Context: an optimization exercise on an open-source flow, tuned for small area. The choices shown serve that exercise and are no tape-out recipe.
In this exercise RTL edits were held to simulation tests only and were not proved equivalent to the original.
Power is estimated from default activity; no workload was simulated.

// cdp_rdma_ig
module cdp_rdma_ig (
  input  logic                                  nvdla_core_clk,
  input  logic                                  nvdla_core_rstn,
  input  logic                                  op_en,
  input  cdp_rdma_cfg_pkg::cdp_rdma_cfg_t       cfg,
  input  logic                                  eg2ig_done,
  output logic                                  dma_req_valid,
  input  logic                                  dma_req_ready,
  output cdp_rdma_req_pkg::dma_rd_req_t         dma_req_pd,
  output logic                                  cq_valid,
  input  logic                                  cq_ready,
  output cdp_rdma_req_pkg::cq_entry_t           cq_pd,
  output logic [cdp_rdma_cfg_pkg::perf_w_c-1:0] perf_stall_d0,
  output logic [cdp_rdma_cfg_pkg::perf_w_c-1:0] perf_stall_d1
);
Settings: LEC_CHECK=0, CAP_MARGIN=20, CORE_MARGIN=2, CORE_UTILIZATION=60, SETUP_SLACK_MARGIN=0.3, SLEW_MARGIN=20; clock period 6.0 ns.
standard.sh (not shown) runs the stock make flow with config.mk's settings and CLKGATE_MAP_FILE= SYNTH_SCRIPT=/design/flow/synth_recipe.tcl, a recipe that flattens the netlist after the stock synthesis.
==> flow/flow/run.sh <==
#!/bin/bash
# Standard ORFS layout with two changes:
#  - port buffers use the smallest buffer (buf_1) instead of clkdlybuf4s50_1
#  - clock tree: larger sink clusters, clkbuf_8, no dummy loads
set -euo pipefail
bash standard.sh \
  'BUFFER_PORTS_ARGS=-buffer_cell sky130_fd_sc_hd__buf_1' \
  'CTS_ARGS=-sink_clustering_enable -repair_clock_nets -dont_use_dummy_load -sink_clustering_size 24 -sink_clustering_max_diameter 60 -buf_list sky130_fd_sc_hd__clkbuf_16' \
  RECOVER_POWER=100 finish > flow_make.log 2>&1
The baseline completed, yet does not pass: capacitance limit, slew limit.
Rerun with:
==> flow/flow/run.sh (replaced) <==
#!/bin/bash
# Standard ORFS layout with two changes:
#  - port buffers use the smallest buffer (buf_1) instead of clkdlybuf4s50_1
#  - clock tree: larger sink clusters, clkbuf_8, no dummy loads
set -euo pipefail
bash standard.sh \
  'BUFFER_PORTS_ARGS=-buffer_cell sky130_fd_sc_hd__buf_1' \
  'CTS_ARGS=-sink_clustering_enable -repair_clock_nets -dont_use_dummy_load -sink_clustering_size 16 -sink_clustering_max_diameter 80 -buf_list sky130_fd_sc_hd__clkbuf_8' \
  finish > flow_make.log 2>&1
After rerunning: The changed run went through all stages and came out clean; setup slack improved by 0.16 ns; non-clock buffer count stays the same; routed wire length drops by 1.9%; global-route usage drops by 0.46 points; design area drops by 0.49%; clock power drops by 24%; critical path depth does not change; total power drops by 5.4%; worst hold slack improved by 0.030 ns; die area does not change; fmax climbs by 3.1%.

========
== v37 ==
cdp_rdma_ig, a different RTL version from the one above (not shown whole).
Size in the first run: about 870 cells after synthesis, roughly 220 flip-flops, about 310 I/O pins, ~10000 µm² of cells after synthesis.
clock: 6.0 ns
lec_check: 0
cap_margin: 20
core_margin: 2
core_utilization: 60
setup_slack_margin: 0.3
slew_margin: 20
==> flow/flow/run.sh <==
#!/bin/bash
# Standard ORFS layout (standard.sh) with these changes:
#  - synthesis: the standard flow's synthesis script, but abc maps with an
#    area-oriented script (flow/abc_map.script); see flow/synth.tcl
#  - port buffers use the smallest buffer (buf_1) instead of clkdlybuf4s50_1
#  - clock tree: sink clusters of up to 16 within 80 um, clkbuf_8, no dummy loads
set -euo pipefail
here=$(pwd)
export FLOW_ABC_SCRIPT=$here/flow/abc_map.script
bash standard.sh \
  "SYNTH_SCRIPT=$here/flow/synth.tcl" \
  'BUFFER_PORTS_ARGS=-buffer_cell sky130_fd_sc_hd__buf_1' \
  'CTS_ARGS=-sink_clustering_enable -repair_clock_nets -dont_use_dummy_load -sink_clustering_size 16 -sink_clustering_max_diameter 80 -buf_list sky130_fd_sc_hd__clkbuf_8' \
  finish > flow_make.log 2>&1
==> flow/flow/abc_map.script <==
&get -n
&st
&dch -f
&nf -a -R 1000
&put
buffer -c
topo
stime -c
dnsize -c
==> flow/flow/synth.tcl <==
# The standard synthesis script (synth_recipe.tcl), with one change:
# the abc call maps with flow/abc_map.script (area-oriented &nf mapping)
# instead of ORFS's abc_speed.script. Registers are untouched by abc.
proc synth {args} { yosys synth -nofsm -noshare {*}$args }
proc abc {args} {
  set i [lsearch $args -script]
  if { $i >= 0 } { lset args [expr {$i + 1}] $::env(FLOW_ABC_SCRIPT) }
  yosys abc {*}$args
}
source $::env(SCRIPTS_DIR)/synth.tcl
# left out here: clear keep_hierarchy, flatten, clean up, hide names made inside functions, write 1_2_yosys.v
[inputs] v1 vs v37
==> flow/flow/run.sh <==
#!/bin/bash
# Standard ORFS layout with two changes:
#  - port buffers use the smallest buffer (buf_1) instead of clkdlybuf4s50_1
#  - clock tree: larger sink clusters, clkbuf_8, no dummy loads
set -euo pipefail
bash standard.sh \
  'BUFFER_PORTS_ARGS=-buffer_cell sky130_fd_sc_hd__buf_1' \
  'CTS_ARGS=-sink_clustering_enable -repair_clock_nets -dont_use_dummy_load -sink_clustering_size 16 -sink_clustering_max_diameter 80 -buf_list sky130_fd_sc_hd__clkbuf_8' \
  finish > flow_make.log 2>&1
removed: flow/flow/abc_map.script
removed: flow/flow/synth.tcl
Results
v1: flow completed, timing, DRC and antenna clean. Distinct cell type count of the synthesized netlist, v1 vs v37: up by more than half. Looking at slowest cell on the critical path, the sky130_fd_sc_hd__a2111oi_0 result is from v37; the sky130_fd_sc_hd__and2_1 one comes from v1. Lower sequential fraction of design power among v1 and v37: v1. v1 vs v37, wire length reported by the detailed router went up by 1.7%. The higher critical path depth came out of v37.
Here is what was changed in the inputs of v5 compared with v1.
- swapping 60 for 75 in CORE_UTILIZATION
==> flow/flow/run.sh <==
#!/bin/bash
# Standard ORFS layout (standard.sh) with these changes:
#  - synthesis: the standard flow's synthesis script, but abc maps with an
#    area-oriented script (flow/abc_map.script); see flow/synth.tcl
#  - port buffers use the smallest buffer (buf_1) instead of clkdlybuf4s50_1
#  - clock tree: sink clusters of up to 16 within 80 um, clkbuf_8, no dummy loads
set -euo pipefail
here=$(pwd)
export FLOW_ABC_SCRIPT=$here/flow/abc_map.script
bash standard.sh \
  "SYNTH_SCRIPT=$here/flow/synth.tcl" \
  'BUFFER_PORTS_ARGS=-buffer_cell sky130_fd_sc_hd__buf_1' \
  'CTS_ARGS=-sink_clustering_enable -repair_clock_nets -dont_use_dummy_load -sink_clustering_size 16 -sink_clustering_max_diameter 80 -buf_list sky130_fd_sc_hd__clkbuf_8' \
  finish > flow_make.log 2>&1
==> flow/flow/abc_map.script (new file) <==
&get -n
&st
&dch -f
&nf -a -R 1000
&put
mfs3 -a
topo
stime -c
==> flow/flow/synth.tcl (new file) <==
# The standard synthesis script (synth_recipe.tcl), with one change:
# the abc call maps with flow/abc_map.script (area-oriented &nf mapping, then mfs3 resubstitution)
# instead of ORFS's abc_speed.script. Registers are untouched by abc.
proc synth {args} { yosys synth -nofsm -noshare {*}$args }
proc abc {args} {
  set i [lsearch $args -script]
  if { $i >= 0 } { lset args [expr {$i + 1}] $::env(FLOW_ABC_SCRIPT) }
  yosys abc {*}$args
}
source $::env(SCRIPTS_DIR)/synth.tcl
# left out here: clear keep_hierarchy, flatten, clean up, hide names made inside functions, write 1_2_yosys.v
- On number of multi-input combinational cells: v5 sits below v1.
- Of the two values seen for worst setup path startpoint, cfg[162] was produced by v1 and cfg[166] by v5.
- v1 → v5: total of fill cells in the finished design down 832; cell area down about 5%; global-route usage up 11 points; switching power share of the total down 0.49 points; final-layout clock buffer total flat.
- v5 vs v1, instance count: v5 lower
- Compared with v1, v5 shows a reported net switching power that is 5.7% lower.

==> static timing again, ports no longer ideal <==
The flow's constraints put no driver on any port. The routed layouts listed below were extracted and timed again, unchanged, in two steps.
Step 1, drivers: a clkbuf_16 drives nvdla_core_clk and a buf_2 each remaining input, both assumed.
Step 2 adds t to the input delays and takes it off the output delays; t is the mean of the earliest and latest rising clock arrival at the registers after step 1. Input paths then give back, and output paths get back, about the clock's delay inside the block.
a / b / c = no drivers / after step 1 / after step 2; a / b = the first two.
run	t (ns)	slack for setup (ns)	worst register clock-pin slew, ns
the first run of note 1	0.514	0.684 / 0.707 / 0.193	0.09 / 0.09
the second run of note 1	0.530	0.842 / 0.845 / 0.315	0.11 / 0.11
v37	0.534	0.689 / 0.704 / 0.170	0.11 / 0.11
v1	0.538	0.789 / 0.807 / 0.269	0.11 / 0.11
v5	0.532	0.555 / 0.568 / 0.036	0.10 / 0.10
For the second run of note 1, which loses most, drivers alone change the setup slack by +0.003 ns; drivers and shift together by -0.527 ns.
